This design comes from an exercise in tuning for small area, a short achievable clock period and few clock cycles per item on the open sky130 flow, not from production work. In this exercise RTL edits were held to simulation tests only and were not proved equivalent to the original. Power and IR drop assume default switching activity.

==> flow/design.v (outline; a module is shown in full before it is edited, if it fits) <==
// module snm_benc: 31 lines
// module snm_mul: 977 lines
// module smoothed_noise_modulator: 482 lines
module smoothed_noise_modulator (
    input  logic        i_clk,
    input  logic        i_rst_n,
    input  logic        i_s_tvalid,
    output logic        o_s_tready,
    input  logic [95:0] i_s_tdata,
    input  logic [1:0]  i_s_tuser,
    output logic        o_m_tvalid,
    input  logic        i_m_tready,
    output logic [31:0] o_m_tdata,
    input  logic        i_cfg_valid,
    output logic        o_cfg_ready,
    input  logic [1:0]  i_cfg_index,
    input  logic [15:0] i_cfg_data
);
  // ...
==> flow/run.sh <==
#!/bin/bash
# synth_recipe.tcl (not shown) runs the flow's synth.tcl, then flattens the netlist and writes it again
# the make line also repeats each setting of config.mk as NAME=value (left out here)
make -C /OpenROAD-flow-scripts/flow DESIGN_CONFIG=/design/flow/config.mk WORK_HOME=/design/flow/orfs CLKGATE_MAP_FILE= SYNTH_SCRIPT=/design/flow/synth_recipe.tcl finish
==> flow/config.mk <==
export PLATFORM = sky130hd
export DESIGN_NAME = smoothed_noise_modulator
export DESIGN_NICKNAME = smoothed_noise_modulator
export VERILOG_FILES = /design/flow/design.v
export SDC_FILE = /design/flow/constraint.sdc
export NUM_CORES = 4
export LEC_CHECK = 0
export ABC_AREA = 1
export CAP_MARGIN = 20
export CORE_MARGIN = 2
export CORE_UTILIZATION = 40
export SETUP_SLACK_MARGIN = 5
export SLEW_MARGIN = 20
==> flow/constraint.sdc <==
create_clock -name core_clock -period 9.0 [get_ports {i_clk}]
set_input_delay 1.8000 -clock core_clock [delete_from_list [all_inputs] [get_ports {i_clk}]]
set_output_delay 1.8000 -clock core_clock [all_outputs]
set_load 0.01 [all_outputs]
==> metrics.yaml, run 1 <==
netlist-cell-type-count: 67
power_leader: "combinational cells"
drt_iter0_markers: 8840
hold_violations: 0
placed_cell_area_sq_um: 132000
cts_inserted_buffers: 283
drt-vias-per-instance: 5.28
finalSetupViolations: 0
skew_ns: 0.0404
multi_input_area_share: 0.324
min_to: "r3_ch[0]"
fin_nets: 12800
io_buffer_count: 149
synth-compound-area-share: 0.0649
top_register: "r_gain"
use_met1: 0.285
clk_pin_slew_ns: 0.06
seq_cells: 2529
largest_class: "registers"
die_x_um: 567
synth_area_sq_um: 127000
synth_xor_area_frac: 0.0355
grt_pass1_vias: 83700
power.internal_w: 0.0365
yosysTopAreaCell: "edfxtp_1"
p_sw_frac: 0.405
r2r_end: "r4_sa[12]"
final_cell_mix: "nand2_1 (3453), edfxtp_1 (2406), nand3_1 (1035)"
start_kind: "flop"
grt_max_degree: 180
io-pin-count: 156
status: "timing/DRC/antenna clean"
p_clk_frac: 0.189
dp_slack_ns: 4.51
clk_path_buf_depth: 4
async_reset_ff_frac: 0
Testbench counts, summed over its fixed seeds: cycles 25,564, items 20,122.
==> module smoothed_noise_modulator, before the edit <==
module smoothed_noise_modulator (
    input  logic        i_clk,
    input  logic        i_rst_n,
    input  logic        i_s_tvalid,
    output logic        o_s_tready,
    input  logic [95:0] i_s_tdata,
    input  logic [1:0]  i_s_tuser,
    output logic        o_m_tvalid,
    input  logic        i_m_tready,
    output logic [31:0] o_m_tdata,
    input  logic        i_cfg_valid,
    output logic        o_cfg_ready,
    input  logic [1:0]  i_cfg_index,
    input  logic [15:0] i_cfg_data
);
    localparam int NCH = 6;
    logic [15:0] r_mgain;
    logic [3:0]  r_morder;
    logic        r_auto;
    assign o_cfg_ready = 1'b1;
    always_ff @(posedge i_clk) begin
        if (!i_rst_n) begin
            r_mgain  <= 16'd2000;
            r_morder <= 4'd10;
            r_auto   <= 1'b1;
        end else if (i_cfg_valid) begin
            case (i_cfg_index)
                2'd0: r_mgain  <= i_cfg_data;
                2'd1: r_morder <= i_cfg_data[3:0];
                2'd2: r_auto   <= i_cfg_data[0];
                default: ;
            endcase
        end
    end
    logic [NCH*32-1:0] r_a0, r_a1, r_a2, r_a3, r_m0, r_m1;    
    logic [NCH-1:0]    r_okp_l, r_okq_l, r_okp_m, r_okq_m;    
    logic [NCH*4-1:0]  r_ord_a, r_ord_b;                      
    logic [NCH-1:0]    r_ord_ok;
    logic [NCH*48-1:0] r_gain;                                
    logic [NCH-1:0]    r_gain_ok;
    logic adv;           
    logic hz;            
    logic mv0;           
    logic s_acc;
    logic [2:0] in_ch;
    logic in_range, in_upd, in_par, in_mot;
    logic [NCH-1:0] in_sl, in_sm;
    assign in_ch    = i_s_tdata[2:0];
    assign in_range = (in_ch < 3'd6);
    assign in_mot   = (i_s_tuser == 2'd1);
    assign in_upd   = in_range && r_auto && (i_s_tuser == 2'd0 || i_s_tuser == 2'd1);
    assign in_par   = in_range && (i_s_tuser == 2'd2);
    assign mv0        = adv && !hz;
    assign o_s_tready = mv0;
    assign s_acc      = i_s_tvalid && mv0;
    always_comb begin
        for (int c = 0; c < NCH; c++) begin
            in_sl[c] = s_acc && in_upd && !in_mot && in_ch == c;
            in_sm[c] = s_acc && in_upd &&  in_mot && in_ch == c;
        end
    end
    logic           r0_vld, r0_par, r0_mot;
    logic [2:0]     r0_ch;
    logic [NCH-1:0] r0_sl, r0_sm;    
    logic [31:0]    r0_xa;
    logic [16:0]    r0_xb;
    logic [3:0]     r0_oa, r0_ob;
    always_ff @(posedge i_clk) begin
        if (!i_rst_n) begin
            r0_vld <= 1'b0;
            r0_par <= 1'b0;
            r0_sl  <= '0;
            r0_sm  <= '0;
        end else if (mv0) begin
            r0_vld <= s_acc && in_upd;
            r0_par <= s_acc && in_par;
            r0_sl  <= in_sl;
            r0_sm  <= in_sm;
        end
    end
    always_ff @(posedge i_clk) begin
        if (mv0) begin
            r0_mot <= in_mot;
            r0_ch  <= in_ch;
            r0_oa  <= i_s_tdata[72:69];
            r0_ob  <= i_s_tdata[92:89];
            if (i_s_tuser[1]) begin
                r0_xa <= i_s_tdata[68:37];
                r0_xb <= {1'b0, i_s_tdata[88:73]};
            end else begin
                r0_xa <= {{15{i_s_tdata[19]}}, i_s_tdata[19:3]};
                r0_xb <= i_s_tdata[36:20];
            end
        end
    end
    always_ff @(posedge i_clk) begin
        if (!i_rst_n) begin
            r_ord_ok <= '0;
        end else begin
            for (int c = 0; c < NCH; c++)
                if (r0_par && r0_ch == c) r_ord_ok[c] <= 1'b1;
        end
    end
    always_ff @(posedge i_clk) begin
        for (int c = 0; c < NCH; c++)
            if (r0_par && r0_ch == c) begin
                r_ord_a[c*4 +: 4] <= r0_oa;
                r_ord_b[c*4 +: 4] <= r0_ob;
            end
    end
    logic [NCH-1:0] r2_sl, r2_sm;
    logic [31:0] pa, pb, ha, hb, xb, s1a, c1a, s1b, c1b;
    logic [3:0]  k1a, k1b;
    logic [4:0]  k2a, k2b;
    assign hz = |{r0_sl & r2_sl, r0_sm & r2_sm};
    always_comb begin
        pa  = '0;
        pb  = '0;
        k1a = (|r0_sm) ? r_morder : 4'd0;
        k1b = '0;
        for (int c = 0; c < NCH; c++) begin
            if (r0_sl[c] && r_okp_l[c]) begin
                pa = pa | r_a0[c*32 +: 32];
                pb = pb | r_a2[c*32 +: 32];
            end
            if (r0_sm[c] && r_okp_m[c]) pa = pa | r_m0[c*32 +: 32];
            if (r0_sl[c] && r_ord_ok[c]) begin
                k1a = k1a | r_ord_a[c*4 +: 4];
                k1b = k1b | r_ord_b[c*4 +: 4];
            end
        end
        k2a = {1'b0, k1a} + {4'd0, |r0_sm};
        k2b = {1'b0, k1b} + {4'd0, |r0_sl};
        ha  = ~(32'($signed(pa) >>> k1a));
        hb  = ~(32'($signed(pb) >>> k1b));
        xb  = {{15{r0_xb[16]}}, r0_xb};
        s1a = pa ^ ha ^ r0_xa;
        c1a = {(pa[30:0] & ha[30:0]) | (pa[30:0] & r0_xa[30:0]) | (ha[30:0] & r0_xa[30:0]), 1'b1};
        s1b = pb ^ hb ^ xb;
        c1b = {(pb[30:0] & hb[30:0]) | (pb[30:0] & xb[30:0]) | (hb[30:0] & xb[30:0]), 1'b1};
    end
    logic           r2_vld, r2_par, r2_mot;
    logic [2:0]     r2_ch;
    logic [31:0]    r2_sa, r2_ca, r2_sb, r2_cb;
    logic [3:0]     r2_k1a, r2_k1b;
    logic [4:0]     r2_k2a, r2_k2b;
    always_ff @(posedge i_clk) begin
        if (!i_rst_n) begin
            r2_vld <= 1'b0;
            r2_par <= 1'b0;
            r2_sl  <= '0;
            r2_sm  <= '0;
        end else if (adv) begin
            r2_vld <= r0_vld && !hz;
            r2_par <= r0_par && !hz;
            r2_sl  <= hz ? '0 : r0_sl;
            r2_sm  <= hz ? '0 : r0_sm;
        end
    end
    always_ff @(posedge i_clk) begin
        if (adv) begin
            r2_mot <= r0_mot;
            r2_ch  <= r0_ch;
            r2_sa  <= s1a;
            r2_ca  <= c1a;
            r2_sb  <= s1b;
            r2_cb  <= c1b;
            r2_k1a <= k1a;
            r2_k1b <= k1b;
            r2_k2a <= k2a;
            r2_k2b <= k2b;
        end
    end
    logic [31:0] pa_n, pb_n;
    assign pa_n = r2_sa + r2_ca;
    assign pb_n = r2_sb + r2_cb;
    always_ff @(posedge i_clk) begin
        if (!i_rst_n) begin
            r_okp_l <= '0;
            r_okp_m <= '0;
        end else begin
            r_okp_l <= r_okp_l | r2_sl;
            r_okp_m <= r_okp_m | r2_sm;
        end
    end
    always_ff @(posedge i_clk) begin
        for (int c = 0; c < NCH; c++) begin
            if (r2_sl[c]) begin
                r_a0[c*32 +: 32] <= pa_n;
                r_a2[c*32 +: 32] <= pb_n;
            end
            if (r2_sm[c]) r_m0[c*32 +: 32] <= pa_n;
        end
    end
    logic           r3_vld, r3_par, r3_mot;
    logic [2:0]     r3_ch;
    logic [NCH-1:0] r3_sl, r3_sm, r4_sl, r4_sm;
    logic [31:0]    r3_pa, r3_pb;
    logic [3:0]     r3_k1a, r3_k1b;
    logic [4:0]     r3_k2a, r3_k2b;
    always_ff @(posedge i_clk) begin
        if (!i_rst_n) begin
            r3_vld <= 1'b0;
            r3_par <= 1'b0;
            r3_sl  <= '0;
            r3_sm  <= '0;
        end else if (adv) begin
            r3_vld <= r2_vld;
            r3_par <= r2_par;
            r3_sl  <= r2_sl;
            r3_sm  <= r2_sm;
        end
    end
    always_ff @(posedge i_clk) begin
        if (adv) begin
            r3_mot <= r2_mot;
            r3_ch  <= r2_ch;
            r3_pa  <= pa_n;
            r3_pb  <= pb_n;
            r3_k1a <= r2_k1a;
            r3_k1b <= r2_k1b;
            r3_k2a <= r2_k2a;
            r3_k2b <= r2_k2b;
        end
    end
    logic [31:0] qa, qb, gqa, gqb, y1a, y1b, s3a, c3a, s3b, c3b;
    always_comb begin
        y1a = 32'($signed(r3_pa) >>> r3_k1a);
        y1b = 32'($signed(r3_pb) >>> r3_k1b);
        qa  = '0;
        qb  = '0;
        for (int c = 0; c < NCH; c++) begin
            if (r3_sl[c] && r_okq_l[c]) begin
                qa = qa | r_a1[c*32 +: 32];
                qb = qb | r_a3[c*32 +: 32];
            end
            if (r3_sm[c] && r_okq_m[c]) qa = qa | r_m1[c*32 +: 32];
        end
        gqa = ~(32'($signed(qa) >>> r3_k2a));
        gqb = ~(32'($signed(qb) >>> r3_k2b));
        s3a = qa ^ gqa ^ y1a;
        c3a = {(qa[30:0] & gqa[30:0]) | (qa[30:0] & y1a[30:0]) | (gqa[30:0] & y1a[30:0]), 1'b1};
        s3b = qb ^ gqb ^ y1b;
        c3b = {(qb[30:0] & gqb[30:0]) | (qb[30:0] & y1b[30:0]) | (gqb[30:0] & y1b[30:0]), 1'b1};
    end
    logic           r4_vld, r4_par, r4_mot;
    logic [2:0]     r4_ch;
    logic [31:0]    r4_sa, r4_ca, r4_sb, r4_cb;
    logic [4:0]     r4_k2a, r4_k2b;
    always_ff @(posedge i_clk) begin
        if (!i_rst_n) begin
            r4_vld <= 1'b0;
            r4_par <= 1'b0;
            r4_sl  <= '0;
            r4_sm  <= '0;
        end else if (adv) begin
            r4_vld <= r3_vld;
            r4_par <= r3_par;
            r4_sl  <= r3_sl;
            r4_sm  <= r3_sm;
        end
    end
    always_ff @(posedge i_clk) begin
        if (adv) begin
            r4_mot <= r3_mot;
            r4_ch  <= r3_ch;
            r4_sa  <= s3a;
            r4_ca  <= c3a;
            r4_sb  <= s3b;
            r4_cb  <= c3b;
            r4_k2a <= r3_k2a;
            r4_k2b <= r3_k2b;
        end
    end
    logic [31:0] qa_n, qb_n;
    assign qa_n = r4_sa + r4_ca;
    assign qb_n = r4_sb + r4_cb;
    always_ff @(posedge i_clk) begin
        if (!i_rst_n) begin
            r_okq_l <= '0;
            r_okq_m <= '0;
        end else begin
            r_okq_l <= r_okq_l | r4_sl;
            r_okq_m <= r_okq_m | r4_sm;
        end
    end
    always_ff @(posedge i_clk) begin
        for (int c = 0; c < NCH; c++) begin
            if (r4_sl[c]) begin
                r_a1[c*32 +: 32] <= qa_n;
                r_a3[c*32 +: 32] <= qb_n;
            end
            if (r4_sm[c]) r_m1[c*32 +: 32] <= qa_n;
        end
    end
    logic           r5_vld, r5_par, r5_mot;
    logic [31:0]    r5_qa, r5_qb;
    logic [2:0]     r5_ch;
    logic [4:0]     r5_k2a, r5_k2b;
    always_ff @(posedge i_clk) begin
        if (!i_rst_n) begin
            r5_vld <= 1'b0;
            r5_par <= 1'b0;
        end else if (adv) begin
            r5_vld <= r4_vld;
            r5_par <= r4_par;
        end
    end
    always_ff @(posedge i_clk) begin
        if (adv) begin
            r5_mot <= r4_mot;
            r5_ch  <= r4_ch;
            r5_qa  <= qa_n;
            r5_qb  <= qb_n;
            r5_k2a <= r4_k2a;
            r5_k2b <= r4_k2b;
        end
    end
    logic [47:0] g_rd;
    logic [31:0] ya, yb;
    always_comb begin
        g_rd = '0;
        for (int c = 0; c < NCH; c++)
            if (r5_ch == c && r_gain_ok[c]) g_rd = g_rd | r_gain[c*48 +: 48];
        ya = 32'($signed(r5_qa) >>> r5_k2a);
        yb = 32'($signed(r5_qb) >>> r5_k2b);
    end
    always_ff @(posedge i_clk) begin
        if (!i_rst_n) begin
            r_gain_ok <= '0;
        end else begin
            for (int c = 0; c < NCH; c++)
                if (r5_par && r5_ch == c) r_gain_ok[c] <= 1'b1;
        end
    end
    always_ff @(posedge i_clk) begin
        for (int c = 0; c < NCH; c++)
            if (r5_par && r5_ch == c) r_gain[c*48 +: 48] <= {r5_qb[15:0], r5_qa};
    end
    logic [15:0] ga, gb;
    logic [7:0]  ea_one, ea_two, ea_neg, eb_one, eb_two, eb_neg;
    assign ga = r5_mot ? r_mgain : g_rd[31:16];
    assign gb = r5_mot ? 16'd0   : g_rd[47:32];
    snm_benc u_enc_a (.g(ga), .one(ea_one), .two(ea_two), .neg(ea_neg));
    snm_benc u_enc_b (.g(gb), .one(eb_one), .two(eb_two), .neg(eb_neg));
    logic        r6_vld, r6_mot;
    logic [2:0]  r6_ch;
    logic [28:0] r6_ya, r6_yb;
    logic [7:0]  r6_a_one, r6_a_two, r6_a_neg, r6_b_one, r6_b_two, r6_b_neg;
    logic [15:0] r6_off;
    always_ff @(posedge i_clk) begin
        if (!i_rst_n) begin
            r6_vld <= 1'b0;
        end else if (adv) begin
            r6_vld <= r5_vld;
        end
    end
    always_ff @(posedge i_clk) begin
        if (adv) begin
            r6_mot   <= r5_mot;
            r6_ch    <= r5_ch;
            r6_ya    <= ya[28:0];
            r6_yb    <= yb[28:0];
            r6_a_one <= ea_one;
            r6_a_two <= ea_two;
            r6_a_neg <= ea_neg;
            r6_b_one <= eb_one;
            r6_b_two <= eb_two;
            r6_b_neg <= eb_neg;
            r6_off   <= r5_mot ? 16'd512 : g_rd[15:0];
        end
    end
    logic [28:0] pra, prb, prc, pqa, pqb, pqc;
    snm_mul u_mul_a (.y(r6_ya), .one(r6_a_one), .two(r6_a_two), .neg(r6_a_neg),
                     .ra(pra), .rb(prb), .rc(prc));
    snm_mul u_mul_b (.y(r6_yb), .one(r6_b_one), .two(r6_b_two), .neg(r6_b_neg),
                     .ra(pqa), .rb(pqb), .rc(pqc));
    logic        r7_vld, r7_mot;
    logic [2:0]  r7_ch;
    logic [28:0] r7_pra, r7_prb, r7_prc, r7_pqa, r7_pqb, r7_pqc;
    logic [15:0] r7_off;
    always_ff @(posedge i_clk) begin
        if (!i_rst_n) begin
            r7_vld <= 1'b0;
        end else if (adv) begin
            r7_vld <= r6_vld;
        end
    end
    always_ff @(posedge i_clk) begin
        if (adv) begin
            r7_mot <= r6_mot;
            r7_ch  <= r6_ch;
            r7_pra <= pra;
            r7_prb <= prb;
            r7_prc <= prc;
            r7_pqa <= pqa;
            r7_pqb <= pqb;
            r7_pqc <= pqc;
            r7_off <= r6_off;
        end
    end
    logic [28:0] psa, pca, psb, pcb;
    logic [13:0] lo_a, lo_b;
    logic [15:0] m1s, m1c, m2s, m2c, m3s, m3c;
    always_comb begin
        psa  = r7_pra ^ r7_prb ^ r7_prc;
        pca  = {(r7_pra[27:0] & r7_prb[27:0]) | (r7_pra[27:0] & r7_prc[27:0])
                | (r7_prb[27:0] & r7_prc[27:0]), 1'b0};
        psb  = r7_pqa ^ r7_pqb ^ r7_pqc;
        pcb  = {(r7_pqa[27:0] & r7_pqb[27:0]) | (r7_pqa[27:0] & r7_pqc[27:0])
                | (r7_pqb[27:0] & r7_pqc[27:0]), 1'b0};
        lo_a = {1'b0, psa[12:0]} + {1'b0, pca[12:0]};
        lo_b = {1'b0, psb[12:0]} + {1'b0, pcb[12:0]};
        m1s  = psa[28:13] ^ pca[28:13] ^ psb[28:13];
        m1c  = {(psa[27:13] & pca[27:13]) | (psa[27:13] & psb[27:13])
                | (pca[27:13] & psb[27:13]), lo_a[13]};
        m2s  = pcb[28:13] ^ r7_off ^ m1s;
        m2c  = {(pcb[27:13] & r7_off[14:0]) | (pcb[27:13] & m1s[14:0])
                | (r7_off[14:0] & m1s[14:0]), lo_b[13]};
        m3s  = m1c ^ m2s ^ m2c;
        m3c  = {(m1c[14:0] & m2s[14:0]) | (m1c[14:0] & m2c[14:0]) | (m2s[14:0] & m2c[14:0]), 1'b0};
    end
    logic        r8_vld, r8_mot;
    logic [2:0]  r8_ch;
    logic [15:0] r8_s, r8_c;
    always_ff @(posedge i_clk) begin
        if (!i_rst_n) begin
            r8_vld <= 1'b0;
        end else if (adv) begin
            r8_vld <= r7_vld;
        end
    end
    always_ff @(posedge i_clk) begin
        if (adv) begin
            r8_mot <= r7_mot;
            r8_ch  <= r7_ch;
            r8_s   <= m3s;
            r8_c   <= m3c;
        end
    end
    logic [15:0] level;
    logic [13:0] v;
    logic [7:0]  value;
    logic [5:0]  slot;
    logic [29:0] res;
    always_comb begin
        level = r8_s + r8_c;
        v     = level[15:2];
        if (!v[13] && v[12:8] != 5'd0)      value = 8'd255;
        else if (v[13])                     value = r8_mot ? 8'd1 : 8'd0;
        else if (r8_mot && v[7:0] == 8'd0)  value = 8'd1;
        else                                value = v[7:0];
        slot = (r8_mot ? 6'd24 : 6'd30) + {3'd0, r8_ch};
        res  = {level, value, slot};
    end
    logic [1:0]  r_cnt, cnt_n;
    logic        r_full, r_head, r_tail, take, put;
    logic [29:0] r_q0, r_q1;
    assign take  = r_cnt != 2'd0 && i_m_tready;
    assign put   = adv && r8_vld;
    assign adv   = !r_full;
    assign cnt_n = r_cnt + {1'b0, put} - {1'b0, take};
    always_ff @(posedge i_clk) begin
        if (!i_rst_n) begin
            r_cnt  <= 2'd0;
            r_full <= 1'b0;
            r_head <= 1'b0;
            r_tail <= 1'b0;
        end else begin
            r_cnt  <= cnt_n;
            r_full <= cnt_n == 2'd2;
            if (take) r_head <= !r_head;
            if (put)  r_tail <= !r_tail;
        end
    end
    always_ff @(posedge i_clk) begin
        if (put && !r_tail) r_q0 <= res;
        if (put &&  r_tail) r_q1 <= res;
    end
    assign o_m_tvalid = r_cnt != 2'd0;
    assign o_m_tdata  = {2'b00, r_head ? r_q1 : r_q0};
endmodule
==> run 2, diff against run 1 <==
--- a/flow/design.v
+++ b/flow/design.v
@@ -1050,4 +1050,5 @@
     logic hz;            
     logic mv0;           
+    logic r_rdy;         
     logic s_acc;
     logic [2:0] in_ch;
@@ -1059,6 +1060,6 @@
     assign in_upd   = in_range && r_auto && (i_s_tuser == 2'd0 || i_s_tuser == 2'd1);
     assign in_par   = in_range && (i_s_tuser == 2'd2);
-    assign mv0        = adv && !hz;
-    assign o_s_tready = mv0;
+    assign mv0        = r_rdy;
+    assign o_s_tready = r_rdy;
     assign s_acc      = i_s_tvalid && mv0;
     always_comb begin
@@ -1160,8 +1161,8 @@
             r2_sm  <= '0;
         end else if (adv) begin
-            r2_vld <= r0_vld && !hz;
-            r2_par <= r0_par && !hz;
-            r2_sl  <= hz ? '0 : r0_sl;
-            r2_sm  <= hz ? '0 : r0_sm;
+            r2_vld <= r0_vld && r_rdy;
+            r2_par <= r0_par && r_rdy;
+            r2_sl  <= r_rdy ? r0_sl : '0;
+            r2_sm  <= r_rdy ? r0_sm : '0;
         end
     end
@@ -1462,29 +1463,30 @@
         res  = {level, value, slot};
     end
-    logic [1:0]  r_cnt, cnt_n;
-    logic        r_full, r_head, r_tail, take, put;
-    logic [29:0] r_q0, r_q1;
-    assign take  = r_cnt != 2'd0 && i_m_tready;
-    assign put   = adv && r8_vld;
-    assign adv   = !r_full;
-    assign cnt_n = r_cnt + {1'b0, put} - {1'b0, take};
+    logic        r_out_vld, r_skid_vld, out_free, skid_n, hz_n;
+    logic [29:0] r_out, r_skid;
+    assign out_free = !r_out_vld || i_m_tready;
+    assign adv      = !r_skid_vld;
+    assign skid_n   = out_free ? 1'b0 : (r_skid_vld || (adv && r8_vld));
+    always_comb begin
+        if (!adv)      hz_n = hz;
+        else if (hz)   hz_n = 1'b0;
+        else           hz_n = |{in_sl & r0_sl, in_sm & r0_sm};
+    end
     always_ff @(posedge i_clk) begin
         if (!i_rst_n) begin
-            r_cnt  <= 2'd0;
-            r_full <= 1'b0;
-            r_head <= 1'b0;
-            r_tail <= 1'b0;
+            r_out_vld  <= 1'b0;
+            r_skid_vld <= 1'b0;
+            r_rdy      <= 1'b1;
         end else begin
-            r_cnt  <= cnt_n;
-            r_full <= cnt_n == 2'd2;
-            if (take) r_head <= !r_head;
-            if (put)  r_tail <= !r_tail;
+            if (out_free) r_out_vld <= r_skid_vld || (adv && r8_vld);
+            r_skid_vld <= skid_n;
+            r_rdy      <= !skid_n && !hz_n;
         end
     end
     always_ff @(posedge i_clk) begin
-        if (put && !r_tail) r_q0 <= res;
-        if (put &&  r_tail) r_q1 <= res;
+        if (adv) r_skid <= res;
+        if (out_free) r_out <= r_skid_vld ? r_skid : res;
     end
-    assign o_m_tvalid = r_cnt != 2'd0;
-    assign o_m_tdata  = {2'b00, r_head ? r_q1 : r_q0};
+    assign o_m_tvalid = r_out_vld;
+    assign o_m_tdata  = {2'b00, r_out};
 endmodule
==> flow/flow/run.sh (new file) <==
#!/bin/bash
set -euo pipefail
cp config.mk config.mk.orig
grep -v '^export SETUP_SLACK_MARGIN' config.mk.orig > config.mk
echo 'export SETUP_SLACK_MARGIN = 5.8' >> config.mk
cp standard.sh standard.sh.txt
bash standard.sh > standard.log 2>&1
==> flow/standard.sh (new file) <==
#!/bin/bash
# synth_recipe.tcl (not shown) runs the flow's synth.tcl, then flattens the netlist and writes it again
# the make line also repeats each setting of config.mk as NAME=value (left out here)
make -C /OpenROAD-flow-scripts/flow DESIGN_CONFIG=/design/flow/config.mk WORK_HOME=/design/flow/orfs CLKGATE_MAP_FILE= SYNTH_SCRIPT=/design/flow/synth_recipe.tcl "${@:-finish}"
--- a/flow/config.mk
+++ b/flow/config.mk
@@ -10,4 +10,4 @@
 export CORE_MARGIN = 2
 export CORE_UTILIZATION = 40
-export SETUP_SLACK_MARGIN = 5
 export SLEW_MARGIN = 20
+export SETUP_SLACK_MARGIN = 5.8
removed: flow/run.sh
==> run 2 against run 1 <==
Against the previous run: critical path type unchanged; register-to-register slack gained 0.65 ns; highest routed layer is now met5; count of clock-buffer cells in the layout shrank 14; maximum frequency grew 21%; synthesized area shrank 0.48%; still clean on timing, DRC and antenna.
==> metrics.yaml, run 2 <==
yosys_register_bits: 2529  # unchanged
core_area_sq_um: 314000  # was 315000 sq um
synth-seq-area-share: 0.589  # about the same
synthSimpleGateAreaFrac: 0.172  # about the same
slowest_stage: "edfxtp_1"  # was dfxtp_4
synthFlopType: "edfxtp_1"  # unchanged
drt_first_pass_iters: 6  # was 8
synth.top_cells.by_area: "edfxtp_1 (57%), nand2_1 (9.9%), fa_1 (6.3%)"  # was edfxtp_1 (57%), nand2_1 (10%), fa_1 (6.3%)
cts_inserted_buffers: 278  # was 283
critical_path_buf_inv_count: 1  # was 4
drv_cap: 0  # unchanged
synth_top_area_frac: 0.565  # was 0.569
initial_utilization: 0.402  # was 0.403
worstPathRequired_ns: 7.20  # about the same
grt_max_degree: 173  # was 180
min_period_ns: 3.26  # was 3.94 ns
cp_top_family: "flip-flops"  # was simple AND/OR/NAND/NOR gates
wire_per_inst_um: 21.4  # was 21.1 um
final_cell_mix: "nand2_1 (3305), edfxtp_1 (2378), nand3_1 (1047)"  # was nand2_1 (3453), edfxtp_1 (2406), nand3_1 (1035)
ant_nets: 0  # unchanged
muxShareOfSynthArea: 0.00448  # was 0.00406
synth_xor_area_frac: 0.0352  # was 0.0355
netlist-cell-type-count: 69  # was 67
r2r-start: "r6_b_two[3]"  # was r_okq_l[2]
ir_worst_vdd_mv: 0.211  # was 0.297 mV
slowest_delay_ns: 0.41  # was 0.35 ns
synth_area_sq_um: 126000  # was 127000 sq um
rsz0062_at_grt: "yes"  # unchanged
yosysTopAreaCell: "edfxtp_1"  # unchanged
dieArea_sq_um: 320000  # was 322000 sq um
p_total_w: 0.0393  # was 0.0613 W
clk_path_buf_depth: 4  # unchanged
hold_depth: 0  # unchanged
clk_latency_ns: 0.91  # was 0.90 ns
slew_headroom: 0.282  # was 0.221
worst_pin_slew_ns: 1.08  # was 1.17 ns
hold_path_startpoint: "r6_off[12]"  # was r2_ch[0]
vias: 87900  # was 86900
final_common_cell: "nand2_1"  # unchanged
cp_max_fo: 1  # was 2
fillers: 29100  # was 29200
rows: 206  # unchanged
die_x_um: 566  # was 567 um
finalSetupViolations: 0  # unchanged
drcViolationCount: 0  # unchanged
clock-root-buffer: "clkbuf_16"  # unchanged
status: "timing/DRC/antenna clean"  # unchanged
syn_to_final_growth_pct: 13.8  # was 12.0%
dieHeight_um: 566  # was 567 um
skew_ns: 0.0921  # was 0.0404 ns
drt-vias-per-instance: 5.33  # was 5.28
ff2ff_setup_slack_ns: 5.84  # was 5.19 ns
synth_edf_count: 2378  # was 2406
crit_start: "r_out[0]"  # was r2_sm[3]
worst_ep_arrival_time_ns: 1.46  # was 2.14 ns
antenna_found_initial: 9  # was 12
largest_reg_flops: 288  # unchanged
drive_above_1_share: 0.0892  # was 0.0640
dp_hpwl_um: 229000  # about the same
io-pin-count: 156  # unchanged
fmax_ghz: 0.307  # was 0.254 GHz
synthAdderAreaFrac: 0.0840  # was 0.0837
track_usage: 0.213  # was 0.211
async_reset_ff_frac: 0  # unchanged
synth_warnings: 1  # unchanged
yosys-top-cells-count: "nand2_1 (3326), edfxtp_1 (2378), nand3_1 (1093)"  # was nand2_1 (3454), edfxtp_1 (2406), nand3_1 (1035)
worstPathCellList: "buf_2"  # was buf_12, nand2_2, nand4_1, nor3_2, nand2_4, clkinv_8, buf_12, buf_6
synth-compound-area-share: 0.0656  # was 0.0649
cts_sinks: 2529  # unchanged
end_kind: "primary output"  # unchanged
tns_ns: 0  # unchanged
fin_crit_sh: 0.362  # was 0.438
syn_area_per_cell_sq_um: 10.6  # about the same
r2r_cells: 7  # was 15
slew_viol_final: 0  # unchanged
worstHoldPathType: "flop to flop"  # unchanged
grt_pass1_wl_um: 524000  # was 521000 um
cellLeakagePower_nw: 58.8  # was 57.8 nW
cts_hold_buf: 0  # unchanged
synth_top_family_by_area: "simple AND/OR/NAND/NOR gates"  # unchanged
cts_tree: "yes"  # unchanged
clk_pin_slew_ns: 0.06  # about the same
fin_nets: 12800  # about the same
synthCells: 11900  # was 12000
start_kind: "flop"  # unchanged
path_class: "flop to primary output"  # unchanged
drt_iter0_markers: 9282  # was 8840
cts.htree.levels: 5  # unchanged
hold_violations: 0  # unchanged
grt_pass1_vias: 82900  # was 83700
overflow: 0  # unchanged
cp.depth: 1  # was 8
synth.most_common_cell: "nand2_1"  # unchanged
place_congestion: 0.910  # was 0.924
routed_wl_um: 353000  # was 346000 um
top_register: "r_gain"  # unchanged
io_buffer_count: 149  # unchanged
cellPowerDensity_nw_per_um2: 274  # was 431 nW/um^2
[run 2: per-layer routing]
metal	track usage	up-vias	part of all wire
met3	0.0230	609	0.067
met1	0.292	42800	0.42
li1	-	41200	-
met4	0.0647	2	0.034
met2	0.358	3369	0.48
met5	0	-	0.000020
[run 2: final timing paths]
path,end
max,o_m_tdata[0]
min,r7_off[12]
max reg2reg,r7_pqb[27]
min reg2reg,r7_off[12]
[run 2: cell families (layout without fill, tap and decap cells)]
kind of cell | Yosys count | in the layout
AOI/OAI and AO/OA | 1436 | 1436
xor gates and xnor gates | 507 | 507
adders and majority gates | 608 | 608
buffers and inverters | 1557 | 1938
DFF | 2529 | 2529
muxes | 56 | 56
other | 2 | 7
and+or+nand+nor | 5245 | 5249
[run 2: area by class of cell]
cell class	instances	area, sq um	share of cell area
repair inverters	19	143	0.000993
well taps	4160	5200	0.0362
inverters	1017	4230	0.0294
multi-input cells	7859	46700	0.325
clock inverters	139	1460	0.0102
clock buffers	358	7610	0.0530
diodes	4	10.0	0.0000697
repair buffers	405	3780	0.0263
flip-flops and latches	2529	74600	0.519
[run 2: timing repair]
action                     CTS  global route
pin swaps                   11            26
cloned                      10            15
setup buffers               44            73
resized for setup          362           201
setup endpoints to repair  686           571
[run 2: per-stage QoR]
stage	cell area, sq um	hold WS [ns]	utilization	std cells	worst slack, ns
after floorplan	126000	0.400	-	11900	5.21
after global placement	132000	0.401	0.419	15800	4.48
after detailed placement	132000	0.405	0.419	15800	4.50
after CTS	142000	0.413	0.452	16400	5.65
after global routing	144000	0.410	0.457	16500	5.66
final	144000	0.417	0.457	16500	5.74
[run 2: power by group]
part	switching, W	internal [W]
Combinational	0.00742	0.00336
Sequential	0.000757	0.0165
Clock	0.00472	0.00664
Testbench counts of run 2, summed over its fixed seeds: cycles 25,564, items 20,122.
==> run 3, diff against run 2 <==
--- a/flow/design.v
+++ b/flow/design.v
@@ -1303,27 +1303,4 @@
         end
     end
-    logic           r5_vld, r5_par, r5_mot;
-    logic [31:0]    r5_qa, r5_qb;
-    logic [2:0]     r5_ch;
-    logic [4:0]     r5_k2a, r5_k2b;
-    always_ff @(posedge i_clk) begin
-        if (!i_rst_n) begin
-            r5_vld <= 1'b0;
-            r5_par <= 1'b0;
-        end else if (adv) begin
-            r5_vld <= r4_vld;
-            r5_par <= r4_par;
-        end
-    end
-    always_ff @(posedge i_clk) begin
-        if (adv) begin
-            r5_mot <= r4_mot;
-            r5_ch  <= r4_ch;
-            r5_qa  <= qa_n;
-            r5_qb  <= qb_n;
-            r5_k2a <= r4_k2a;
-            r5_k2b <= r4_k2b;
-        end
-    end
     logic [47:0] g_rd;
     logic [31:0] ya, yb;
@@ -1331,7 +1308,7 @@
         g_rd = '0;
         for (int c = 0; c < NCH; c++)
-            if (r5_ch == c && r_gain_ok[c]) g_rd = g_rd | r_gain[c*48 +: 48];
-        ya = 32'($signed(r5_qa) >>> r5_k2a);
-        yb = 32'($signed(r5_qb) >>> r5_k2b);
+            if (r4_ch == c && r_gain_ok[c]) g_rd = g_rd | r_gain[c*48 +: 48];
+        ya = 32'($signed(qa_n) >>> r4_k2a);
+        yb = 32'($signed(qb_n) >>> r4_k2b);
     end
     always_ff @(posedge i_clk) begin
@@ -1340,15 +1317,15 @@
         end else begin
             for (int c = 0; c < NCH; c++)
-                if (r5_par && r5_ch == c) r_gain_ok[c] <= 1'b1;
+                if (r4_par && r4_ch == c) r_gain_ok[c] <= 1'b1;
         end
     end
     always_ff @(posedge i_clk) begin
         for (int c = 0; c < NCH; c++)
-            if (r5_par && r5_ch == c) r_gain[c*48 +: 48] <= {r5_qb[15:0], r5_qa};
+            if (r4_par && r4_ch == c) r_gain[c*48 +: 48] <= {qb_n[15:0], qa_n};
     end
     logic [15:0] ga, gb;
     logic [7:0]  ea_one, ea_two, ea_neg, eb_one, eb_two, eb_neg;
-    assign ga = r5_mot ? r_mgain : g_rd[31:16];
-    assign gb = r5_mot ? 16'd0   : g_rd[47:32];
+    assign ga = r4_mot ? r_mgain : g_rd[31:16];
+    assign gb = r4_mot ? 16'd0   : g_rd[47:32];
     snm_benc u_enc_a (.g(ga), .one(ea_one), .two(ea_two), .neg(ea_neg));
     snm_benc u_enc_b (.g(gb), .one(eb_one), .two(eb_two), .neg(eb_neg));
@@ -1362,11 +1339,11 @@
             r6_vld <= 1'b0;
         end else if (adv) begin
-            r6_vld <= r5_vld;
+            r6_vld <= r4_vld;
         end
     end
     always_ff @(posedge i_clk) begin
         if (adv) begin
-            r6_mot   <= r5_mot;
-            r6_ch    <= r5_ch;
+            r6_mot   <= r4_mot;
+            r6_ch    <= r4_ch;
             r6_ya    <= ya[28:0];
             r6_yb    <= yb[28:0];
@@ -1377,5 +1354,5 @@
             r6_b_two <= eb_two;
             r6_b_neg <= eb_neg;
-            r6_off   <= r5_mot ? 16'd512 : g_rd[15:0];
+            r6_off   <= r4_mot ? 16'd512 : g_rd[15:0];
         end
     end
==> run 3 against run 2 <==
Against the previous run: still clean; worst setup slack lost 0.048 ns; first-iteration DRC count up 2.1%; via count rose by 0.39%; total power up 5.5%; highest routed layer unchanged; clock skew grew 0.00083 ns; critical path depth is the same; routed wire length rose by 2.9%; critical path type unchanged; register-to-register slack improved by 0.02 ns; non-clock buffer count rose by 79; sequential share of layout area decreased by 1.5 points; global-route usage up 0.74 points; worst hold slack worse by 0.011 ns.
==> metrics.yaml, run 3 <==
ant_nets: 0  # unchanged
min_period_ns: 3.30  # was 3.26 ns
finalSetupViolations: 0  # unchanged
final_common_cell: "nand2_1"  # unchanged
multi_input_area_sq_um: 47000  # was 46700 sq um
clk_path_buf_depth: 4  # unchanged
gr-max-usage-layer: "met2"  # unchanged
slew_headroom: 0.219  # was 0.282
drcViolationCount: 0  # unchanged
netlist-cell-type-count: 74  # was 69
cts.htree.levels: 5  # unchanged
fin_crit_sh: 0.367  # was 0.362
worstHoldPathType: "flop to flop"  # unchanged
synthCells: 11600  # was 11900
worstPathCellList: "buf_6"  # was buf_2
utilization: 0.463  # was 0.457
slowest_delay_ns: 0.47  # was 0.41 ns
use_met1: 0.303  # was 0.292
ff2ff_setup_slack_ns: 5.86  # was 5.84 ns
async_reset_ff_frac: 0  # unchanged
worst_pin_slew_ns: 1.16  # was 1.08 ns
cts_inserted_buffers: 269  # was 278
fin_ws_ns: 5.70  # was 5.74 ns
drt-vias-per-instance: 5.43  # was 5.33
slowest_stage: "dfxtp_4"  # was edfxtp_1
synth_area_sq_um: 124000  # was 126000 sq um
grt_use_met2: 0.365  # was 0.358
synthFlopType: "edfxtp_1"  # unchanged
yosys_register_bits: 2449  # was 2529
synth.top_cells.by_area: "edfxtp_1 (56%), nand2_1 (9.0%), fa_1 (6.4%)"  # was edfxtp_1 (57%), nand2_1 (9.9%), fa_1 (6.3%)
ff_latch_area_sq_um: 72100  # was 74600 sq um
antenna_found_initial: 6  # was 9
cellPowerDensity_nw_per_um2: 290  # was 274 nW/um^2
fin_nets: 12600  # was 12800
drt_iter0_markers: 9481  # was 9282
clock-root-buffer: "clkbuf_16"  # unchanged
synth_top_area_frac: 0.556  # was 0.565
io-pin-count: 156  # unchanged
wire_per_inst_um: 22.4  # was 21.4 um
dieArea_sq_um: 315000  # was 320000 sq um
worstPathRequired_ns: 7.20  # about the same
grt_max_degree: 181  # was 173
routed_wl_um: 363000  # was 353000 um
cp_top_family: "flip-flops"  # unchanged
core_area_sq_um: 309000  # was 314000 sq um
final_cell_mix: "nand2_1 (2921), edfxtp_1 (2300), inv_1 (1134)"  # was nand2_1 (3305), edfxtp_1 (2378), nand3_1 (1047)
overflow: 0  # unchanged
dp_hpwl_um: 233000  # was 229000 um
slew_viol_final: 0  # unchanged
grt_pass1_vias: 85300  # was 82900
clk_latency_ns: 0.93  # was 0.91 ns
worst_ep_arrival_time_ns: 1.50  # was 1.46 ns
grt_util_met3: 0.0250  # was 0.0230
initial_utilization: 0.402  # about the same
rows: 204  # was 206
io_buffer_count: 149  # unchanged
path_class: "flop to primary output"  # unchanged
grt_pass1_wl_um: 532000  # was 524000 um
clk_pin_slew_ns: 0.06  # about the same
cp_max_fo: 2  # was 1
critical_path_buf_inv_count: 1  # unchanged
drv_cap: 0  # unchanged
die_x_um: 561  # was 566 um
yosys-top-cells-count: "nand2_1 (2984), edfxtp_1 (2300), inv_1 (1197)"  # was nand2_1 (3326), edfxtp_1 (2378), nand3_1 (1093)
track_usage: 0.221  # was 0.213
syn_to_final_growth_pct: 15.2  # was 13.8%
hold_violations: 0  # unchanged
rsz0062_at_grt: "yes"  # unchanged
cts_hold_buf: 0  # unchanged
cts_sinks: 2449  # was 2529
start_kind: "flop"  # unchanged
end_kind: "primary output"  # unchanged
cts_tree: "yes"  # unchanged
top_register: "r_gain"  # unchanged
drt_first_pass_iters: 6  # unchanged
synth_edf_count: 2300  # was 2378
synth_warnings: 1  # unchanged
yosysTopAreaCell: "edfxtp_1"  # unchanged
status: "timing/DRC/antenna clean"  # unchanged
ir_worst_vdd_mv: 0.278  # was 0.211 mV
p_total_w: 0.0415  # was 0.0393 W
cellLeakagePower_nw: 58.9  # was 58.8 nW
place_congestion: 0.921  # was 0.910
largest_reg_flops: 288  # unchanged
syn_area_per_cell_sq_um: 10.7  # was 10.6 sq um
drive_above_1_share: 0.114  # was 0.0892
dieHeight_um: 561  # was 566 um
dp_slack_ns: 4.11  # was 4.50 ns
vias: 88300  # was 87900
fmax_ghz: 0.303  # was 0.307 GHz
skew_ns: 0.0929  # was 0.0921 ns
synth-seq-area-share: 0.580  # was 0.589
synth.most_common_cell: "nand2_1"  # unchanged
fillers: 28300  # was 29100
tns_ns: 0  # unchanged
-- run 3: metal layers --
metal  share of wire  vias up
li1                -    40700
met1            0.42    43400
met2            0.47     3501
met3           0.069      657
met4           0.038        6
met5         0.00011        -
-- run 3: final cells by class --
class	count	share of cell area
Sequential cell	2449	0.504
Multi-Input combinational cell	7406	0.329
Clock buffer	338	0.0503
Inverter	1269	0.0368
Tap cell	4120	0.0360
Timing Repair Buffer	484	0.0325
Clock inverter	145	0.0101
Timing Repair inverter	30	0.00150
Antenna cell	8	0.000140
-- run 3: cells by family (layout without fill, tap and decap cells) --
family	after synthesis	count (layout)	share of synthesized area
XOR/XNOR	487	487	0.0343
adder cells (fa/ha/maj)	608	608	0.0854
multiplexers	40	40	0.00326
other	2	11	0.0000605
buffers and inverters	1780	2266	0.0574
AO/OA/AOI/OAI	1601	1601	0.0834
AND/OR/NAND/NOR	4663	4667	0.156
flip-flops	2449	2449	0.580
-- run 3: worst paths after layout --
check                           startpoint         end  cells after the start
worst min-delay path             r6_off[3]   r7_off[3]                      0
worst max register to register   r6_ya[14]  r7_prb[25]                      7
worst min register to register   r6_off[3]   r7_off[3]                      0
worst max-delay path                 r_rdy  o_s_tready                      1
-- run 3: repair_timing --
action,CTS,global route
gates resized for setup,449,365
cloned,24,26
setup endpoints to repair,657,536
pin swaps,34,73
buffers inserted,80,113
hold endpoints to repair,0,0
-- run 3: report_power, final --
part / leakage [nW] / internal, W / switching (W) / total, W
logic: 31.0 / 0.00420 / 0.0101 / 0.0143
registers: 23.7 / 0.0160 / 0.000429 / 0.0164
clock network: 4.23 / 0.00625 / 0.00458 / 0.0108
total: 58.9 / 0.0264 / 0.0151 / 0.0415
-- run 3: metrics by stage --
step	cell area (sq um)	cells	hold WS, ns
3_5_place_dp	130000	15500	0.405
3_3_place_gp	130000	15500	0.401
5_1_grt	143000	16200	0.417
4_1_cts	140000	16100	0.416
2_1_floorplan	124000	11600	0.400
6_report	143000	16200	0.406
Testbench counts of run 3, summed over its fixed seeds: cycles 25,556, items 20,122.
==> run 4, diff against run 3 <==
--- a/flow/config.mk
+++ b/flow/config.mk
@@ -10,4 +10,6 @@
 export CORE_MARGIN = 2
 export CORE_UTILIZATION = 40
+export CTS_CLUSTER_DIAMETER = 60
+export CTS_CLUSTER_SIZE = 20
 export SLEW_MARGIN = 20
 export SETUP_SLACK_MARGIN = 5.8
==> run 4 against run 3 <==
Against the previous run: die area unchanged; worst setup slack better by 0.021 ns; via count is 0.56% lower; sequential power about the same.
==> metrics.yaml, run 4 <==
worst_pin_slew_ns: 1.13  # was 1.16 ns
rsz0062_at_grt: "yes"  # unchanged
clock-root-buffer: "clkbuf_16"  # unchanged
track_usage: 0.219  # was 0.221
ant_nets: 0  # unchanged
cts_inserted_buffers: 185  # was 269
syn_area_per_cell_sq_um: 10.7  # unchanged
synth_area_sq_um: 124000  # unchanged
routed_wl_um: 362000  # was 363000 um
critical_path_buf_inv_count: 1  # unchanged
p_sw_frac: 0.376  # was 0.363
slowest_delay_ns: 0.45  # was 0.47 ns
drt_first_pass_iters: 8  # was 6
async_reset_ff_frac: 0  # unchanged
grt_pass1_vias: 84700  # was 85300
grt_pass1_wl_um: 528000  # was 532000 um
grt_max_degree: 181  # unchanged
path_class: "flop to primary output"  # unchanged
start_kind: "flop"  # unchanged
cts_tree: "yes"  # unchanged
overflow: 0  # unchanged
clk_path_buf_depth: 4  # unchanged
tns_ns: 0  # unchanged
fin_nets: 12600  # about the same
combPwrFrac: 0.364  # was 0.344
synth.top_cells.by_area: "edfxtp_1 (56%), nand2_1 (9.0%), fa_1 (6.4%)"  # unchanged
slew_headroom: 0.240  # was 0.219
drcViolationCount: 0  # unchanged
hold_violations: 0  # unchanged
power.internal_w: 0.0245  # was 0.0264 W
synth_top_area_frac: 0.556  # unchanged
holdWs_ns: 0.413  # was 0.406 ns
utilization: 0.456  # was 0.463
top_register: "r_gain"  # unchanged
power.switching_w: 0.0148  # was 0.0151 W
drt_iter0_markers: 9138  # was 9481
io_buffer_count: 149  # unchanged
drive_above_1_share: 0.108  # was 0.114
io-pin-count: 156  # unchanged
syn_to_final_growth_pct: 13.4  # was 15.2%
dieArea_sq_um: 315000  # unchanged
cts_sinks: 2449  # unchanged
synth_warnings: 1  # unchanged
wire_per_inst_um: 22.5  # was 22.4 um
final_cell_mix: "nand2_1 (2924), edfxtp_1 (2300), inv_1 (1128)"  # was nand2_1 (2921), edfxtp_1 (2300), inv_1 (1134)
clk_latency_ns: 0.94  # was 0.93 ns
synth.most_common_cell: "nand2_1"  # unchanged
fmax_ghz: 0.305  # was 0.303 GHz
worstPathRequired_ns: 7.20  # about the same
place_congestion: 0.921  # unchanged
cellPowerDensity_nw_per_um2: 279  # was 290 nW/um^2
end_kind: "primary output"  # unchanged
netlist-cell-type-count: 74  # unchanged
rows: 204  # unchanged
final_common_cell: "nand2_1"  # unchanged
core_area_sq_um: 309000  # unchanged
finalSetupViolations: 0  # unchanged
fin_ws_ns: 5.72  # was 5.70 ns
yosys-top-cells-count: "nand2_1 (2984), edfxtp_1 (2300), inv_1 (1197)"  # unchanged
synth_edf_count: 2300  # unchanged
synth-seq-area-share: 0.580  # unchanged
yosysTopAreaCell: "edfxtp_1"  # unchanged
worstHoldPathType: "flop to flop"  # unchanged
yosys_register_bits: 2449  # unchanged
initial_utilization: 0.402  # unchanged
cp_max_fo: 2  # unchanged
worst_ep_arrival_time_ns: 1.48  # was 1.50 ns
fin_crit_sh: 0.365  # was 0.367
p_clk_frac: 0.220  # was 0.261
fillers: 28400  # was 28300
synthCells: 11600  # unchanged
largest_reg_flops: 288  # unchanged
synthFlopType: "edfxtp_1"  # unchanged
power_frac_seq: 0.416  # was 0.395
vias: 87800  # was 88300
status: "timing/DRC/antenna clean"  # unchanged
slowest_stage: "dfxtp_4"  # unchanged
clk_pin_slew_ns: 0.08  # was 0.06 ns
drv_cap: 0  # unchanged
dp_hpwl_um: 233000  # unchanged
cellLeakagePower_nw: 57.8  # was 58.9 nW
dp_slack_ns: 4.11  # unchanged
min_period_ns: 3.28  # was 3.30 ns
drt-vias-per-instance: 5.44  # was 5.43
dieHeight_um: 561  # unchanged
cts.htree.levels: 4  # was 5
worstPathCellList: "buf_6"  # unchanged
cp_top_family: "flip-flops"  # unchanged
slew_viol_final: 0  # unchanged
antenna_found_initial: 7  # was 6
ir_worst_vdd_mv: 0.286  # was 0.278 mV
skew_ns: 0.112  # was 0.0929 ns
die_x_um: 561  # unchanged
[run 4: area by class of cell]
type | count | area [sq um] | share of cell area
Antenna cell | 4 | 10.0 | 0.0000710
Clock buffer | 233 | 4920 | 0.0350
Clock inverter | 96 | 1260 | 0.00897
Inverter | 1269 | 5280 | 0.0375
Multi-Input combinational cell | 7407 | 46900 | 0.333
Sequential cell | 2449 | 72200 | 0.512
Tap cell | 4120 | 5150 | 0.0366
Timing Repair Buffer | 516 | 4990 | 0.0354
Timing Repair inverter | 28 | 196 | 0.00139
[run 4: cells by family (layout without fill, tap and decap cells)]
| group | count (synthesis) | count (layout) | share of synthesized area |
|---|---|---|---|
| buffers and inverters | 1780 | 2142 | 0.0574 |
| xor gates and xnor gates | 487 | 487 | 0.0343 |
| adders and majority gates | 608 | 608 | 0.0854 |
| muxes | 40 | 40 | 0.00326 |
| and+or+nand+nor | 4663 | 4668 | 0.156 |
| other | 2 | 7 | 0.0000605 |
| DFF | 2449 | 2449 | 0.580 |
| AOI/OAI and AO/OA | 1601 | 1601 | 0.0834 |
[run 4: routing by layer]
| metal | share of wire | track usage | vias to the layer above |
|---|---|---|---|
| met3 | 0.071 | 0.0258 | 593 |
| met4 | 0.032 | 0.0631 | 6 |
| met5 | 0.00015 | 0 | - |
| met2 | 0.48 | 0.366 | 3573 |
| met1 | 0.42 | 0.301 | 43100 |
| li1 | - | - | 40500 |
[run 4: final timing paths]
check | depth (start not counted) | from | end | slack, ns
hold / removal | 0 | r6_off[2] | r7_off[2] | 0.41
setup / recovery | 1 | r_rdy | o_s_tready | 5.72
hold reg to reg | 0 | r6_off[2] | r7_off[2] | 0.41
setup reg to reg | 13 | r0_sl[1] | r2_sa[17] | 5.87
[run 4: repair_timing]
action | in CTS | in global routing
gates resized for setup | 477 | 333
setup buffers | 78 | 142
pin swaps | 36 | 72
setup endpoints to repair | 667 | 569
hold buffers | 0 | 0
gates cloned | 24 | 30
[run 4: power by group through the flow]
stage          clock [W]  combinational (W)  sequential (W)
3_3_place_gp           0             0.0128          0.0166
3_5_place_dp           0             0.0131          0.0166
5_1_grt          0.00920             0.0158          0.0165
6_report         0.00864             0.0143          0.0164
4_1_cts          0.00881             0.0135          0.0164
2_1_floorplan          0            0.00809          0.0164
[run 4: per-stage QoR]
step | total power, W | instances | area [sq um]
2_1_floorplan | 0.0245 | 11600 | 124000
3_3_place_gp | 0.0294 | 15500 | 130000
3_5_place_dp | 0.0297 | 15500 | 130000
4_1_cts | 0.0387 | 15900 | 138000
5_1_grt | 0.0415 | 16100 | 141000
6_report | 0.0393 | 16100 | 141000
==> run 5, diff against run 4 <==
--- a/flow/config.mk
+++ b/flow/config.mk
@@ -9,5 +9,5 @@
 export CAP_MARGIN = 20
 export CORE_MARGIN = 2
-export CORE_UTILIZATION = 40
+export CORE_UTILIZATION = 55
 export CTS_CLUSTER_DIAMETER = 60
 export CTS_CLUSTER_SIZE = 20
==> run 5 against run 4 <==
Against the previous run: maximum frequency is 0.77% higher; synthesized area unchanged; count of clock-buffer cells in the layout is 21 lower; sequential power about the same; first-iteration DRC count is 1.9% higher; critical path depth unchanged; worst setup slack improved by 0.025 ns; utilization rose by 16 points; still clean on timing, DRC and antenna; global-route usage increased by 8.5 points; clock skew shrank 0.078 ns.
==> metrics.yaml, run 5 <==
status: "timing/DRC/antenna clean"  # unchanged
min_to: "r7_off[14]"  # was r7_off[2]
cts.htree.levels: 4  # unchanged
syn_area_per_cell_sq_um: 10.7  # unchanged
cellPowerDensity_nw_per_um2: 281  # was 279 nW/um^2
fmax_ghz: 0.307  # was 0.305 GHz
top_register: "r_gain"  # unchanged
r2r_end: "r7_pqb[25]"  # was r2_sa[17]
dp.cells: 14400  # was 15500
io-pin-count: 156  # unchanged
rows: 174  # was 204
track_usage: 0.305  # was 0.219
grt_pass1_wl_um: 525000  # was 528000 um
cts_hold_buf: 0  # unchanged
final_cell_mix: "nand2_1 (2925), edfxtp_1 (2300), inv_1 (1135)"  # was nand2_1 (2924), edfxtp_1 (2300), inv_1 (1128)
hold_depth: 0  # unchanged
async_reset_ff_frac: 0  # unchanged
cp_top_family: "flip-flops"  # unchanged
path_class: "flop to primary output"  # unchanged
hold_path_startpoint: "r6_off[14]"  # was r6_off[2]
die_x_um: 479  # was 561 um
largest_reg_flops: 288  # unchanged
cts_tree: "yes"  # unchanged
antenna_found_initial: 7  # unchanged
vias: 87400  # was 87800
tns_ns: 0  # unchanged
r2r-start: "r6_b_one[3]"  # was r0_sl[1]
wire_per_inst_um: 24.1  # was 22.5 um
fin_crit_sh: 0.362  # was 0.365
drv_cap: 0  # unchanged
synthCells: 11600  # unchanged
synth.most_common_cell: "nand2_1"  # unchanged
yosys-top-cells-count: "nand2_1 (2984), edfxtp_1 (2300), inv_1 (1197)"  # unchanged
syn_to_final_growth_pct: 12.2  # was 13.4%
synthFlopType: "edfxtp_1"  # unchanged
cts_inserted_buffers: 177  # was 185
final_common_cell: "nand2_1"  # unchanged
p_total_w: 0.0392  # was 0.0393 W
synth.top_cells.by_area: "edfxtp_1 (56%), nand2_1 (9.0%), fa_1 (6.4%)"  # unchanged
ir_worst_vdd_mv: 0.225  # was 0.286 mV
min_period_ns: 3.26  # was 3.28 ns
drt_iter0_markers: 9314  # was 9138
drt_first_pass_iters: 6  # was 8
stdcell_count: 15000  # was 16100
clock-root-buffer: "clkbuf_16"  # unchanged
skew_ns: 0.0332  # was 0.112 ns
drcViolationCount: 0  # unchanged
worstPathCellList: "buf_2"  # was buf_6
dp_hpwl_um: 235000  # was 233000 um
worstPathRequired_ns: 7.20  # about the same
cts_sinks: 2449  # unchanged
dieArea_sq_um: 230000  # was 315000 sq um
hold_violations: 0  # unchanged
utilization: 0.620  # was 0.456
clk_path_buf_depth: 3  # was 4
overflow: 0  # unchanged
yosysTopAreaCell: "edfxtp_1"  # unchanged
worstHoldPathType: "flop to flop"  # unchanged
worst_pin_slew_ns: 1.18  # was 1.13 ns
start_kind: "flop"  # unchanged
core_area_sq_um: 225000  # was 309000 sq um
drive_above_1_share: 0.108  # about the same
place_congestion: 0.923  # was 0.921
dieHeight_um: 479  # was 561 um
fin_nets: 12600  # about the same
clk_latency_ns: 0.86  # was 0.94 ns
cellLeakagePower_nw: 57.8  # about the same
end_kind: "primary output"  # unchanged
grt_pass1_vias: 83300  # was 84700
synth_area_sq_um: 124000  # unchanged
synth_top_area_frac: 0.556  # unchanged
yosys_register_bits: 2449  # unchanged
grt_max_degree: 171  # was 181
rsz0062_at_grt: "yes"  # unchanged
clk_pin_slew_ns: 0.08  # about the same
netlist-cell-type-count: 74  # unchanged
synth_edf_count: 2300  # unchanged
slew_headroom: 0.210  # was 0.240
synth_warnings: 1  # unchanged
r2r_cells: 9  # was 13
ant_nets: 0  # unchanged
slowest_stage: "edfxtp_1"  # was dfxtp_4
io_buffer_count: 149  # unchanged
cp_max_fo: 1  # was 2
initial_utilization: 0.553  # was 0.402
routed_wl_um: 361000  # was 362000 um
critical_path_buf_inv_count: 1  # unchanged
placed_cell_area_sq_um: 128000  # was 130000 sq um
drt-vias-per-instance: 5.84  # was 5.44
worst_ep_arrival_time_ns: 1.46  # was 1.48 ns
slowest_delay_ns: 0.44  # was 0.45 ns
ff2ff_setup_slack_ns: 5.79  # was 5.87 ns
fin_area_sq_um: 139000  # was 141000 sq um
finalSetupViolations: 0  # unchanged
synth-seq-area-share: 0.580  # unchanged
slew_viol_final: 0  # unchanged
==> run 5: cell counts after synthesis <==
No cell type changed its count.
==> run 5: layout make-up <==
| type | count | area [sq um] |
|---|---|---|
| diodes | 9 | 22.5 |
| clock buffers | 212 | 4700 |
| clock inverters | 102 | 1350 |
| fillers | 18400 | 85300 |
| inverters | 1269 | 5170 |
| multi-input cells | 7405 | 47200 |
| flip-flops and latches | 2449 | 72100 |
| well taps | 2992 | 3740 |
| repair buffers | 500 | 4920 |
| repair inverters | 22 | 153 |
==> run 5: power breakdown <==
group,leakage (nW),switching (W),internal [W]
clock network,2.92,0.00424,0.00422
registers,23.7,0.000446,0.0160
logic,31.2,0.0101,0.00419
==> run 5: how the worst max path moves through the flow <==
stage / startpoint / endpoint / slack [ns] / depth (start not counted)
global placement: i_s_tuser[1] / r_rdy / 4.32 / 12
floorplan: i_s_tuser[1] / r_rdy / 5.82 / 11
detailed placement: i_s_tuser[1] / r_rdy / 4.30 / 12
global route: r6_a_one[0] / r7_prb[28] / 5.66 / 10
CTS: r_out[1] / o_m_tdata[1] / 5.69 / 1
finish: r_out[0] / o_m_tdata[0] / 5.74 / 1
==> run 5: timing repair <==
item	in CTS	in global routing
gates resized for setup	473	337
pin swaps	43	81
setup endpoints to repair	575	542
setup buffers	79	133
gates cloned	20	19
==> run 5: layer usage <==
metal  vias up  routed length, um  global-route usage
met3       579              23200              0.0315
met2      3342             175000               0.515
met5         -                 10                   0
li1      40400                  -                   -
met4         2              13500              0.0979
met1     43000             149000               0.416
==> run 5: cells by family after synthesis <==
family	synth area share
simple gates	0.156
flops	0.580
buf+inv	0.0574
compound gates	0.0834
fa+ha+maj	0.0854
xor+xnor	0.0343
mux	0.00326
other cells	0.0000605
==> run 5: through the flow <==
step	hold WS, ns	worst slack [ns]
finish	0.414	5.74
global placement	0.401	4.32
floorplan	0.400	5.82
CTS	0.414	5.69
global route	0.427	5.66
detailed placement	0.405	4.30
==> run 6, diff against run 5 <==
--- a/flow/config.mk
+++ b/flow/config.mk
@@ -9,7 +9,7 @@
 export CAP_MARGIN = 20
 export CORE_MARGIN = 2
-export CORE_UTILIZATION = 55
-export CTS_CLUSTER_DIAMETER = 60
-export CTS_CLUSTER_SIZE = 20
+export CORE_UTILIZATION = 40
+export CTS_CLUSTER_DIAMETER = 80
+export CTS_CLUSTER_SIZE = 30
 export SLEW_MARGIN = 20
 export SETUP_SLACK_MARGIN = 5.8
==> run 6 against run 5 <==
Against the previous run: still clean; worst setup slack lost 0.0094 ns; first-iteration DRC count increased by 3.8%; global-route usage shrank 8.7 points; critical path depth unchanged; worst hold slack got worse by 0.015 ns; routed wire length hardly changed; highest routed layer unchanged.
==> metrics.yaml, run 6 <==
ir_worst_vdd_mv: 0.248  # was 0.225 mV
cp_top_family: "flip-flops"  # unchanged
dp.cells: 15500  # was 14400
grt_pass1_wl_um: 524000  # was 525000 um
top_register: "r_gain"  # unchanged
status: "timing/DRC/antenna clean"  # unchanged
cts_hold_buf: 0  # unchanged
cts_tree: "yes"  # unchanged
grt_use_met2: 0.364  # was 0.515
p_total_w: 0.0374  # was 0.0392 W
worstHoldPathType: "flop to flop"  # unchanged
synth-seq-area-share: 0.580  # unchanged
grt_max_degree: 181  # was 171
overflow: 0  # unchanged
ff2ff_setup_slack_ns: 5.77  # was 5.79 ns
clk_pin_slew_ns: 0.11  # was 0.08 ns
slew_viol_final: 0  # unchanged
drt_first_pass_iters: 9  # was 6
end_kind: "primary output"  # unchanged
finalSetupViolations: 0  # unchanged
rsz0062_at_grt: "yes"  # unchanged
gr-max-usage-layer: "met2"  # unchanged
cp.depth: 1  # unchanged
ant_nets: 0  # unchanged
drt_iter0_markers: 9664  # was 9314
synth_edf_count: 2300  # unchanged
clk_path_buf_depth: 3  # unchanged
r2r_end: "r4_sa[8]"  # was r7_pqb[25]
async_reset_ff_frac: 0  # unchanged
antenna_found_initial: 5  # was 7
final_common_cell: "nand2_1"  # unchanged
r2r_cells: 18  # was 9
hold_violations: 0  # unchanged
io-pin-count: 156  # unchanged
slowest_stage: "dfxtp_4"  # was edfxtp_1
start_kind: "flop"  # unchanged
yosys_register_bits: 2449  # unchanged
hold_depth: 0  # unchanged
netlist-cell-type-count: 74  # unchanged
stdcell_count: 16000  # was 15000
synthFlopType: "edfxtp_1"  # unchanged
drive_above_1_share: 0.105  # was 0.108
critical_path_buf_inv_count: 1  # unchanged
initial_utilization: 0.402  # was 0.553
yosys-top-cells-count: "nand2_1 (2984), edfxtp_1 (2300), inv_1 (1197)"  # unchanged
routed_wl_um: 361000  # about the same
synthCells: 11600  # unchanged
holdWs_ns: 0.398  # was 0.414 ns
skew_ns: 0.107  # was 0.0332 ns
synth_warnings: 1  # unchanged
worstPathRequired_ns: 7.20  # about the same
crit_path_end: "o_s_tready"  # was o_m_tdata[0]
io_buffer_count: 149  # unchanged
fin_nets: 12500  # was 12600
slowest_delay_ns: 0.46  # was 0.44 ns
yosysTopAreaCell: "edfxtp_1"  # unchanged
core_area_sq_um: 309000  # was 225000 sq um
cts_inserted_buffers: 117  # was 177
clk_latency_ns: 0.86  # about the same
drcViolationCount: 0  # unchanged
cellLeakagePower_nw: 56.8  # was 57.8 nW
r2r-start: "r_okq_m[2]"  # was r6_b_one[3]
dp_hpwl_um: 233000  # was 235000 um
drt-vias-per-instance: 5.46  # was 5.84
drv_cap: 0  # unchanged
place_congestion: 0.921  # was 0.923
vias: 87400  # about the same
tns_ns: 0  # unchanged
fin_crit_sh: 0.363  # was 0.362
grt_util_met3: 0.0224  # was 0.0315
slew_headroom: 0.234  # was 0.210
cts_sinks: 2449  # unchanged
clock-root-buffer: "clkbuf_16"  # unchanged
cp_max_fo: 2  # was 1
synth.most_common_cell: "nand2_1"  # unchanged
fmax_ghz: 0.306  # was 0.307 GHz
cts.htree.levels: 3  # was 4
dieHeight_um: 561  # was 479 um
final_cell_mix: "nand2_1 (2908), edfxtp_1 (2300), inv_1 (1128)"  # was nand2_1 (2925), edfxtp_1 (2300), inv_1 (1135)
worstPathCellList: "buf_6"  # was buf_2
synth.top_cells.by_area: "edfxtp_1 (56%), nand2_1 (9.0%), fa_1 (6.4%)"  # unchanged
use_met1: 0.302  # was 0.416
syn_area_per_cell_sq_um: 10.7  # unchanged
worst_ep_arrival_time_ns: 1.47  # was 1.46 ns
synth_area_sq_um: 124000  # unchanged
rows: 204  # was 174
grt_pass1_vias: 83700  # was 83300
min_period_ns: 3.27  # was 3.26 ns
syn_to_final_growth_pct: 12.0  # was 12.2%
dieArea_sq_um: 315000  # was 230000 sq um
largest_reg_flops: 288  # unchanged
path_class: "flop to primary output"  # unchanged
worst_pin_slew_ns: 1.15  # was 1.18 ns
cellPowerDensity_nw_per_um2: 269  # was 281 nW/um^2
track_usage: 0.218  # was 0.305
crit_start: "r_rdy"  # was r_out[0]
die_x_um: 561  # was 479 um
diodes: 0  # was 9
wire_per_inst_um: 22.5  # was 24.1 um
synth_top_area_frac: 0.556  # unchanged
## run 6: cell counts after synthesis
No cell type changed its count.
## run 6: area by class of cell
type | instances | area (sq um)
clock buffers | 143 | 3100
inverters | 1269 | 5290
multi-input cells | 7407 | 47100
clock inverters | 78 | 1170
repair buffers | 506 | 4900
fillers | 28600 | 170000
repair inverters | 30 | 218
well taps | 4120 | 5150
flip-flops and latches | 2449 | 72200
## run 6: what timing repair did
| item | 4_1_cts | 5_1_grt |
|---|---|---|
| pin swaps | 34 | 92 |
| gates resized for setup | 462 | 402 |
| gates cloned | 25 | 32 |
| buffers inserted | 81 | 127 |
| endpoints found under the setup margin | 658 | 477 |
## run 6: layer usage
layer,vias to the layer above,routed length (um)
li1,40200,-
met1,43100,153000
met3,567,23300
met4,4,12400
met2,3448,172000
met5,-,32
## run 6: through the flow
| step | setup WS (ns) | util | instance area, sq um |
|---|---|---|---|
| CTS | 5.63 | 0.440 | 136000 |
| detailed placement | 4.11 | 0.420 | 130000 |
| finish | 5.73 | 0.450 | 139000 |
| global placement | 4.28 | 0.420 | 130000 |
| floorplan | 5.82 | - | 124000 |
| global route | 5.67 | 0.450 | 139000 |
## run 6: worst min path at each step
stage / endpoint / start
2_1_floorplan: r2_mot / r0_mot
3_3_place_gp: r3_k1b[1] / r2_k1b[1]
3_5_place_dp: r7_off[14] / r6_off[14]
4_1_cts: r7_mot / r6_mot
5_1_grt: r7_mot / r6_mot
6_report: r7_mot / r6_mot
## run 6: kinds of logic after synthesis
logic type / after synthesis / share of synthesized area
other: 2 / 0.0000605
DFF: 2449 / 0.580
xor gates and xnor gates: 487 / 0.0343
buffers and inverters: 1780 / 0.0574
and+or+nand+nor: 4663 / 0.156
adders and majority gates: 608 / 0.0854
muxes: 40 / 0.00326
AOI/OAI and AO/OA: 1601 / 0.0834
## run 6: power breakdown
part           switching, W  total (W)  internal, W
clock               0.00399    0.00676      0.00276
sequential         0.000428     0.0164       0.0160
combinational        0.0101     0.0143      0.00418
total                0.0145     0.0374       0.0229

## what the ideal ports hide
No port has a modelled driver above. Below, the same layouts with a new extraction and two added sets of constraints. Step 1: set_driving_cell puts a clkbuf_16 on i_clk and a buf_2 on each other input, an assumption about the parent block. Step 2 times the ports against the registers' clock, not the clock port: input delays grow and output delays shrink by t, the midpoint of the rising clock arrivals with the driver on. a / b / c = ideal ports / drivers / drivers and shift; a / b = the first two.
run | t, ns | setup slack, ns | clock arrival spread, ns | worst slew at a driven data input, ns
run 1 | 0.980 | 5.057 / 4.957 / 5.024 | 0.047 / 0.047 | 0.11
run 2 | 0.976 | 5.744 / 5.638 / 4.933 | 0.096 / 0.096 | 0.19
run 3 | 0.981 | 5.696 / 5.588 / 5.126 | 0.119 / 0.120 | 0.05
run 4 | 0.988 | 5.717 / 5.616 / 5.023 | 0.119 / 0.118 | 0.05
run 5 | 0.939 | 5.742 / 5.646 / 5.023 | 0.042 / 0.043 | 0.19
run 6 | 0.918 | 5.733 / 5.631 / 5.083 | 0.129 / 0.129 | 0.05
After both steps every run listed still meets setup and hold. The setup slack of run 2, which loses most, moves by -0.106 ns with the drivers and by -0.811 ns with both steps.
